From an optimization exercise on the open Yosys and OpenROAD flow, aimed at a short achievable clock period and few clock cycles per item; shortcuts taken in it are not production practice.
Where RTL was checked, it was by simulation tests only, not by an equivalence proof against the original.
Power figures rest on the tool's default switching activity, not on a simulated workload.

==> flow/design.v <==
package lc4_pkg;
   typedef logic [15:0] word_t;      
   typedef logic [2:0]  reg_sel_t;   
   typedef logic [2:0]  nzp_t;       
   localparam word_t RESET_PC = 16'h8200;
   localparam word_t NOP_INSN = 16'h0000;   
   typedef enum logic [1:0] {
      BUBBLE_NONE     = 2'd0,
      BUBBLE_MISPRED  = 2'd2,
      BUBBLE_LOAD_USE = 2'd3
   } bubble_t;
   typedef struct packed {
      word_t    pc;
      word_t    insn;
      bubble_t  bubble;
      logic     rf_we;
      reg_sel_t rd;
      word_t    rf_data;
      logic     nzp_we;
      nzp_t     nzp;
   } wb_trace_t;
endpackage
`timescale 1ns/1ps
module lc4_processor (
   input  logic               gwe,
   input  logic               i_rst_n,
   output lc4_pkg::word_t     o_imem_addr,
   input  lc4_pkg::word_t     i_imem_insn,
   output lc4_pkg::word_t     o_dmem_addr,
   input  lc4_pkg::word_t     i_dmem_rdata,
   output logic               o_dmem_we,
   output lc4_pkg::word_t     o_dmem_wdata,
   output lc4_pkg::wb_trace_t o_wb
);
   function automatic lc4_pkg::nzp_t nzp_of(input lc4_pkg::word_t value);
      logic neg;
      logic zero;
      neg  = value[15];
      zero = (value == 16'h0000);
      nzp_of = {neg, zero, !neg && !zero};
   endfunction
   lc4_pkg::word_t pc_q;               
   lc4_pkg::word_t rf [8];
   lc4_pkg::nzp_t  nzp_q;              
   logic           x_valid;
   logic           x_lu;               
   logic           m_lu;
   lc4_pkg::word_t x_pc;
   lc4_pkg::word_t x_insn;
   lc4_pkg::word_t x_a;                
   lc4_pkg::word_t x_b;                
   lc4_pkg::word_t x_c;                
   logic           x_fc;               
   logic           x_we;
   lc4_pkg::reg_sel_t x_rd;
   logic           x_is_and;
   logic           x_is_load;
   logic           x_is_store;
   logic           x_is_br;
   logic           x_pred;
   lc4_pkg::nzp_t  x_mask;
   lc4_pkg::word_t x_target;
   lc4_pkg::word_t x_pcp1;
   logic           m_valid;
   lc4_pkg::word_t m_pc;
   lc4_pkg::word_t m_insn;
   logic           m_we;
   lc4_pkg::reg_sel_t m_rd;
   logic           m_is_load;
   lc4_pkg::word_t m_result;
   lc4_pkg::word_t m_addr;
   logic           m_store;
   lc4_pkg::word_t m_wdata;
   lc4_pkg::bubble_t w_bubble;
   lc4_pkg::word_t w_pc;
   lc4_pkg::word_t w_insn;
   logic           w_we;
   lc4_pkg::reg_sel_t w_rd;
   lc4_pkg::word_t w_data;
   lc4_pkg::nzp_t  w_nzp;
   lc4_pkg::word_t m_val;              
   logic           m_wr;
   assign m_val = m_is_load ? i_dmem_rdata : m_result;
   assign m_wr  = m_valid && m_we;
   assign o_dmem_addr  = m_addr;
   assign o_dmem_we    = m_store;
   assign o_dmem_wdata = m_wdata;
   lc4_pkg::word_t op_a, op_b, op_c, sum, res;
   lc4_pkg::nzp_t  nzp_eff;
   logic           taken, mispred;
   lc4_pkg::word_t redirect;
   assign op_a = x_a;
   assign op_b = x_b;
   assign op_c = x_fc ? i_dmem_rdata : x_c;
   assign sum  = op_a + op_b;
   assign res  = x_is_and ? (op_a & op_b) : sum;
   assign nzp_eff  = m_wr ? nzp_of(m_val) : nzp_q;
   assign taken    = (x_mask & nzp_eff) != 3'b000;
   assign mispred  = x_valid && x_is_br && (taken != x_pred);
   assign redirect = taken ? x_target : x_pcp1;
   lc4_pkg::word_t insn;
   logic [3:0]     op;
   logic           f_add_imm, f_add_reg, f_and, f_ldr, f_str, f_const, f_br;
   logic           f_we, f_use_a, f_b_reg;
   logic           f_pred;
   logic           f_fa, f_fb, f_fc, f_lc, stall;
   lc4_pkg::reg_sel_t f_rs, f_rt, f_rc;
   lc4_pkg::word_t rs_v, rt_v, rc_v, f_b;
   lc4_pkg::word_t pcp1, target;
   assign insn = i_imem_insn;
   assign op   = insn[15:12];
   assign f_rs = insn[8:6];
   assign f_rt = insn[2:0];
   assign f_rc = insn[11:9];
   assign f_add_imm = (op == 4'b0001) && insn[5];
   assign f_add_reg = (op == 4'b0001) && (insn[5:3] == 3'b000);
   assign f_and     = (op == 4'b0101) && (insn[5:3] == 3'b000);
   assign f_ldr     = (op == 4'b0110);
   assign f_str     = (op == 4'b0111);
   assign f_const   = (op == 4'b1001);
   assign f_br      = (op == 4'b0000) && (insn[11:9] != 3'b000) && (insn[8:0] != 9'd0);
   assign f_we      = f_add_imm || f_add_reg || f_and || f_ldr || f_const;
   assign f_use_a   = f_add_imm || f_add_reg || f_and || f_ldr || f_str;
   assign f_b_reg   = f_add_reg || f_and;
   assign f_pred    = f_br && (insn[8] ||
                               (insn[11] && insn[10]) || (insn[11] && insn[9]) ||
                               (insn[10] && insn[9]));
   assign rs_v = (m_wr && (m_rd == f_rs)) ? m_val : rf[f_rs];
   assign rt_v = (m_wr && (m_rd == f_rt)) ? m_val : rf[f_rt];
   assign rc_v = (m_wr && (m_rd == f_rc)) ? m_val : rf[f_rc];
   assign f_fa  = x_valid && x_we && (x_rd == f_rs) && f_use_a;
   assign f_fb  = x_valid && x_we && (x_rd == f_rt) && f_b_reg;
   assign f_fc  = x_valid && x_we && (x_rd == f_rc) && f_str;
   assign stall = x_is_load && (f_fa || f_fb);
   assign f_lc  = x_is_load && f_fc;
   always_comb begin
      if (f_b_reg) begin
         f_b = rt_v;
      end else if (f_add_imm) begin
         f_b = {{11{insn[4]}}, insn[4:0]};
      end else if (f_const) begin
         f_b = {{7{insn[8]}}, insn[8:0]};
      end else begin
         f_b = {{10{insn[5]}}, insn[5:0]};   
      end
   end
   assign pcp1   = pc_q + 16'd1;
   assign target = pcp1 + {{7{insn[8]}}, insn[8:0]};
   assign o_imem_addr = pc_q;
   always_ff @(posedge gwe or negedge i_rst_n) begin
      if (!i_rst_n) begin
         pc_q    <= lc4_pkg::RESET_PC;
         nzp_q   <= 3'b010;
         x_valid <= 1'b0;
         x_lu    <= 1'b0;
         m_lu    <= 1'b0;
         m_valid <= 1'b0;
         m_store <= 1'b0;
         m_addr  <= 16'h0000;
         m_wdata <= 16'h0000;
         w_bubble <= lc4_pkg::BUBBLE_MISPRED;
         w_we    <= 1'b0;
         for (int i = 0; i < 8; i++) begin
            rf[i] <= 16'h0000;
         end
      end else begin
         if (mispred) begin
            pc_q <= redirect;
         end else if (stall) begin
            pc_q <= pc_q;
         end else if (f_pred) begin
            pc_q <= target;
         end else begin
            pc_q <= pcp1;
         end
         x_valid <= !mispred && !stall;
         x_lu    <= !mispred && stall;
         m_valid <= x_valid;
         m_store <= x_valid && x_is_store;
         m_addr  <= (x_valid && (x_is_load || x_is_store)) ? sum : 16'h0000;
         m_wdata <= (x_valid && x_is_store) ? op_c : 16'h0000;
         if (m_wr) begin
            rf[m_rd] <= m_val;
            nzp_q    <= nzp_of(m_val);
         end
         m_lu     <= !x_valid && x_lu;
         w_bubble <= m_valid ? lc4_pkg::BUBBLE_NONE :
                     (m_lu ? lc4_pkg::BUBBLE_LOAD_USE : lc4_pkg::BUBBLE_MISPRED);
         w_we     <= m_wr;
      end
   end
   always_ff @(posedge gwe) begin
      x_pc       <= pc_q;
      x_insn     <= insn;
      x_a        <= f_const ? 16'h0000 : (f_fa ? res : rs_v);
      x_b        <= f_fb ? res : f_b;
      x_c        <= f_fc ? res : rc_v;
      x_fc       <= f_lc;
      x_we       <= f_we;
      x_rd       <= f_rc;
      x_is_and   <= f_and;
      x_is_load  <= f_ldr;
      x_is_store <= f_str;
      x_is_br    <= f_br;
      x_pred     <= f_pred;
      x_mask     <= insn[11:9];
      x_target   <= target;
      x_pcp1     <= pcp1;
      m_pc       <= x_pc;
      m_insn     <= x_insn;
      m_we       <= x_we;
      m_rd       <= x_rd;
      m_is_load  <= x_is_load;
      m_result   <= res;
      w_pc       <= m_pc;
      w_insn     <= m_insn;
      w_rd       <= m_rd;
      w_data     <= m_val;
      w_nzp      <= nzp_of(m_val);
   end
   assign o_wb.pc      = w_pc;
   assign o_wb.insn    = w_insn;
   assign o_wb.bubble  = w_bubble;
   assign o_wb.rf_we   = w_we;
   assign o_wb.rd      = w_rd;
   assign o_wb.rf_data = w_data;
   assign o_wb.nzp_we  = w_we;
   assign o_wb.nzp     = w_nzp;
endmodule
`timescale 1ns/1ps
module lc4_cpu (
   input  logic        gwe,
   input  logic        i_rst_n,
   output logic [15:0] o_imem_addr,
   input  logic [15:0] i_imem_insn,
   output logic [15:0] o_dmem_addr,
   input  logic [15:0] i_dmem_rdata,
   output logic        o_dmem_we,
   output logic [15:0] o_dmem_wdata,
   output logic [15:0] o_wb_pc,
   output logic [15:0] o_wb_insn,
   output logic [1:0]  o_wb_bubble,
   output logic        o_wb_rf_we,
   output logic [2:0]  o_wb_rd,
   output logic [15:0] o_wb_rf_data,
   output logic        o_wb_nzp_we,
   output logic [2:0]  o_wb_nzp
);
   lc4_pkg::wb_trace_t wb;
   lc4_processor i_lc4_processor (
      .gwe          (gwe),
      .i_rst_n      (i_rst_n),
      .o_imem_addr  (o_imem_addr),
      .i_imem_insn  (i_imem_insn),
      .o_dmem_addr  (o_dmem_addr),
      .i_dmem_rdata (i_dmem_rdata),
      .o_dmem_we    (o_dmem_we),
      .o_dmem_wdata (o_dmem_wdata),
      .o_wb         (wb)
   );
   assign o_wb_pc      = wb.pc;
   assign o_wb_insn    = wb.insn;
   assign o_wb_bubble  = wb.bubble;
   assign o_wb_rf_we   = wb.rf_we;
   assign o_wb_rd      = wb.rd;
   assign o_wb_rf_data = wb.rf_data;
   assign o_wb_nzp_we  = wb.nzp_we;
   assign o_wb_nzp     = wb.nzp;
endmodule
Settings: LEC_CHECK=0, ABC_CLOCK_PERIOD_IN_PS=2000, CAP_MARGIN=20, CORE_MARGIN=2, CORE_UTILIZATION=40, SETUP_SLACK_MARGIN=3.0, SLEW_MARGIN=20; clock period 5.0 ns.
run.sh (not shown) runs the stock make flow with config.mk's settings and CLKGATE_MAP_FILE= SYNTH_SCRIPT=/design/flow/synth_recipe.tcl, a recipe that flattens the netlist after the stock synthesis.
Next try:
--- a/flow/design.v
+++ b/flow/design.v
@@ -44,6 +44,4 @@
    lc4_pkg::nzp_t  nzp_q;              
    logic           x_valid;
-   logic           x_lu;               
-   logic           m_lu;
    lc4_pkg::word_t x_pc;
    lc4_pkg::word_t x_insn;
@@ -51,5 +49,5 @@
    lc4_pkg::word_t x_b;                
    lc4_pkg::word_t x_c;                
-   logic           x_fc;               
+   logic           x_fa, x_fb, x_fc;   
    logic           x_we;
    lc4_pkg::reg_sel_t x_rd;
@@ -90,7 +88,7 @@
    logic           taken, mispred;
    lc4_pkg::word_t redirect;
-   assign op_a = x_a;
-   assign op_b = x_b;
-   assign op_c = x_fc ? i_dmem_rdata : x_c;
+   assign op_a = x_fa ? m_val : x_a;
+   assign op_b = x_fb ? m_val : x_b;
+   assign op_c = x_fc ? m_val : x_c;
    assign sum  = op_a + op_b;
    assign res  = x_is_and ? (op_a & op_b) : sum;
@@ -104,5 +102,4 @@
    logic           f_we, f_use_a, f_b_reg;
    logic           f_pred;
-   logic           f_fa, f_fb, f_fc, f_lc, stall;
    lc4_pkg::reg_sel_t f_rs, f_rt, f_rc;
    lc4_pkg::word_t rs_v, rt_v, rc_v, f_b;
@@ -129,9 +126,4 @@
    assign rt_v = (m_wr && (m_rd == f_rt)) ? m_val : rf[f_rt];
    assign rc_v = (m_wr && (m_rd == f_rc)) ? m_val : rf[f_rc];
-   assign f_fa  = x_valid && x_we && (x_rd == f_rs) && f_use_a;
-   assign f_fb  = x_valid && x_we && (x_rd == f_rt) && f_b_reg;
-   assign f_fc  = x_valid && x_we && (x_rd == f_rc) && f_str;
-   assign stall = x_is_load && (f_fa || f_fb);
-   assign f_lc  = x_is_load && f_fc;
    always_comb begin
       if (f_b_reg) begin
@@ -153,6 +145,4 @@
          nzp_q   <= 3'b010;
          x_valid <= 1'b0;
-         x_lu    <= 1'b0;
-         m_lu    <= 1'b0;
          m_valid <= 1'b0;
          m_store <= 1'b0;
@@ -167,6 +157,4 @@
          if (mispred) begin
             pc_q <= redirect;
-         end else if (stall) begin
-            pc_q <= pc_q;
          end else if (f_pred) begin
             pc_q <= target;
@@ -174,6 +162,5 @@
             pc_q <= pcp1;
          end
-         x_valid <= !mispred && !stall;
-         x_lu    <= !mispred && stall;
+         x_valid <= !mispred;
          m_valid <= x_valid;
          m_store <= x_valid && x_is_store;
@@ -184,7 +171,5 @@
             nzp_q    <= nzp_of(m_val);
          end
-         m_lu     <= !x_valid && x_lu;
-         w_bubble <= m_valid ? lc4_pkg::BUBBLE_NONE :
-                     (m_lu ? lc4_pkg::BUBBLE_LOAD_USE : lc4_pkg::BUBBLE_MISPRED);
+         w_bubble <= m_valid ? lc4_pkg::BUBBLE_NONE : lc4_pkg::BUBBLE_MISPRED;
          w_we     <= m_wr;
       end
@@ -193,8 +178,10 @@
       x_pc       <= pc_q;
       x_insn     <= insn;
-      x_a        <= f_const ? 16'h0000 : (f_fa ? res : rs_v);
-      x_b        <= f_fb ? res : f_b;
-      x_c        <= f_fc ? res : rc_v;
-      x_fc       <= f_lc;
+      x_a        <= f_const ? 16'h0000 : rs_v;
+      x_b        <= f_b;
+      x_c        <= rc_v;
+      x_fa       <= x_valid && x_we && (x_rd == f_rs) && f_use_a;
+      x_fb       <= x_valid && x_we && (x_rd == f_rt) && f_b_reg;
+      x_fc       <= x_valid && x_we && (x_rd == f_rc) && f_str;
       x_we       <= f_we;
       x_rd       <= f_rc;
=> Clock power increases by a few percent. Worst hold slack stays flat. Global-route usage increases by 1.8 points. Area after synthesis decreases slightly. Fmax increases by a few percent. Via count increases slightly. Critical path depth increases by 5. Cell area increases slightly. Worst setup slack improves by 0.15 ns. Die area decreases slightly.
Function was not checked in any run of this note: the RTL went through the layout flow alone.

========
run 1:
Another version of the RTL of lc4_cpu (not shown whole).
For scale: ~4600 cells after synthesis, about 140 I/O pins, roughly 0.030 mm² of cells after synthesis.
## lc4_cpu
module lc4_cpu (
   input  logic        gwe,
   input  logic        i_rst_n,
   output logic [15:0] o_imem_addr,
   input  logic [15:0] i_imem_insn,
   output logic [15:0] o_dmem_addr,
   input  logic [15:0] i_dmem_rdata,
   output logic        o_dmem_we,
   output logic [15:0] o_dmem_wdata,
   output logic [15:0] o_wb_pc,
   output logic [15:0] o_wb_insn,
   output logic [1:0]  o_wb_bubble,
   output logic        o_wb_rf_we,
   output logic [2:0]  o_wb_rd,
   output logic [15:0] o_wb_rf_data,
   output logic        o_wb_nzp_we,
   output logic [2:0]  o_wb_nzp
);
==> module lc4_target, before the edit <==
module lc4_target (
   input  lc4_pkg::word_t i_insn,
   input  lc4_pkg::word_t i_pc,
   output lc4_pkg::word_t o_target
);
   logic [6:0] lo;
   logic [9:0] hi_m1, hi_p1;
   lc4_add6c i_lo (.i_a(i_pc[5:0]), .i_b(i_insn[5:0]), .o_s(lo));
   lc4_hi10 i_hi (.i_hi(i_pc[15:6]), .o_m1(hi_m1), .o_p1(hi_p1));
   logic       c6;
   logic [9:0] hi_c1, hi_c0;
   lc4_carry6c i_c6 (.i_a(i_pc[5:0]), .i_b(i_insn[5:0]), .o_c(c6));
   assign hi_c1 = i_insn[5] ? i_pc[15:6] : hi_p1;
   assign hi_c0 = i_insn[5] ? hi_m1 : i_pc[15:6];
   lc4_mux10 i_hi_mux (.i_s(c6), .i_1(hi_c1), .i_0(hi_c0), .o_y(o_target[15:6]));
   assign o_target[5:0] = lo[5:0];
endmodule
==> module lc4_carry6c, before the edit <==
module lc4_carry6c (
   input  logic [5:0] i_a,
   input  logic [5:0] i_b,
   output logic       o_c
);
   logic [7:0] t;
   assign t   = {1'b0, i_a, 1'b1} + {1'b0, i_b, 1'b1};
   assign o_c = t[7];
endmodule
export LEC_CHECK = 0
export ABC_AREA = 1
export CAP_MARGIN = 20
export CORE_MARGIN = 2
export CORE_UTILIZATION = 40
export SETUP_SLACK_MARGIN = 3.0
export SLEW_MARGIN = 20
export SYNTH_HIERARCHICAL = 1
create_clock -name core_clock -period 5.0 [get_ports {gwe}]
Testbench counts of run 1, summed over its fixed seeds: cycles 52,398, instructions 51,200.
Inputs modified between run 1 and run 5:
--- a/flow/design.v
+++ b/flow/design.v
@@ -496,25 +496,14 @@
    logic [6:0] lo;
    logic [9:0] hi_m1, hi_p1;
    lc4_add6c i_lo (.i_a(i_pc[5:0]), .i_b(i_insn[5:0]), .o_s(lo));
    lc4_hi10 i_hi (.i_hi(i_pc[15:6]), .o_m1(hi_m1), .o_p1(hi_p1));
-   logic       c6;
    logic [9:0] hi_c1, hi_c0;
-   lc4_carry6c i_c6 (.i_a(i_pc[5:0]), .i_b(i_insn[5:0]), .o_c(c6));
    assign hi_c1 = i_insn[5] ? i_pc[15:6] : hi_p1;
    assign hi_c0 = i_insn[5] ? hi_m1 : i_pc[15:6];
-   lc4_mux10 i_hi_mux (.i_s(c6), .i_1(hi_c1), .i_0(hi_c0), .o_y(o_target[15:6]));
+   lc4_mux10 i_hi_mux (.i_s(lo[6]), .i_1(hi_c1), .i_0(hi_c0), .o_y(o_target[15:6]));
    assign o_target[5:0] = lo[5:0];
 endmodule
-module lc4_carry6c (
-   input  logic [5:0] i_a,
-   input  logic [5:0] i_b,
-   output logic       o_c
-);
-   logic [7:0] t;
-   assign t   = {1'b0, i_a, 1'b1} + {1'b0, i_b, 1'b1};
-   assign o_c = t[7];
-endmodule
 module lc4_add6c (
    input  logic [5:0] i_a,
    input  logic [5:0] i_b,
    output logic [6:0] o_s
==> comparison <==
- Number of instances resized during post-cts repair: run 5 > run 1
- Between run 1 and run 5, the difference in highest cell delay on the worst timing path is negligible.
- Period utilization across run 1 and run 5: no real change.
- Measured against each other, run 1 and run 5 differ in relative area change from synthesis to final layout, the lower figure coming from run 1.
- When run 5 is set beside run 1, its die area turns out to be about 0.4% smaller.
- Going from run 1 to run 5, total power essentially unchanged; total via count after detailed routing increased 230; worst setup slack essentially unchanged; multi-input gate count decreased 0.38%; routed wire length increased about 1.3%.
Testbench counts of run 5, summed over its fixed seeds: cycles 52,398, instructions 51,200.

## what the ideal ports hide
How much do the figures lean on ideal ports? The routed layouts below were timed once more, with nothing changed but the port constraints. Step 1 sets driving cells, clkbuf_16 on the clock port and buf_2 on the other inputs (assumed; they add their load-dependent delay and slew). Step 2, shift: input delay + t, output delay - t, t = (earliest + latest rising clock arrival at the registers) / 2. This alone moves slack from input paths to output paths. a / b / c = ideal / step 1 / step 2; a / b = the first two.
| run | t (ns) | setup slack, ns | worst data-port slew with drivers (ns) |
|---|---|---|---|
| the first run of note 1 | 0.643 | 1.820 / 1.830 / 1.186 | 0.23 |
| the second run of note 1 | 0.657 | 1.974 / 1.974 / 1.375 | 0.08 |
| run 1 | 0.703 | 2.774 / 2.707 / 2.143 | 0.26 |
| run 5 | 0.698 | 2.776 / 2.647 / 1.949 | 0.31 |
After both steps every run listed still meets setup and hold. For run 5, which loses most, drivers alone change the setup slack by -0.129 ns; drivers and shift together by -0.827 ns.
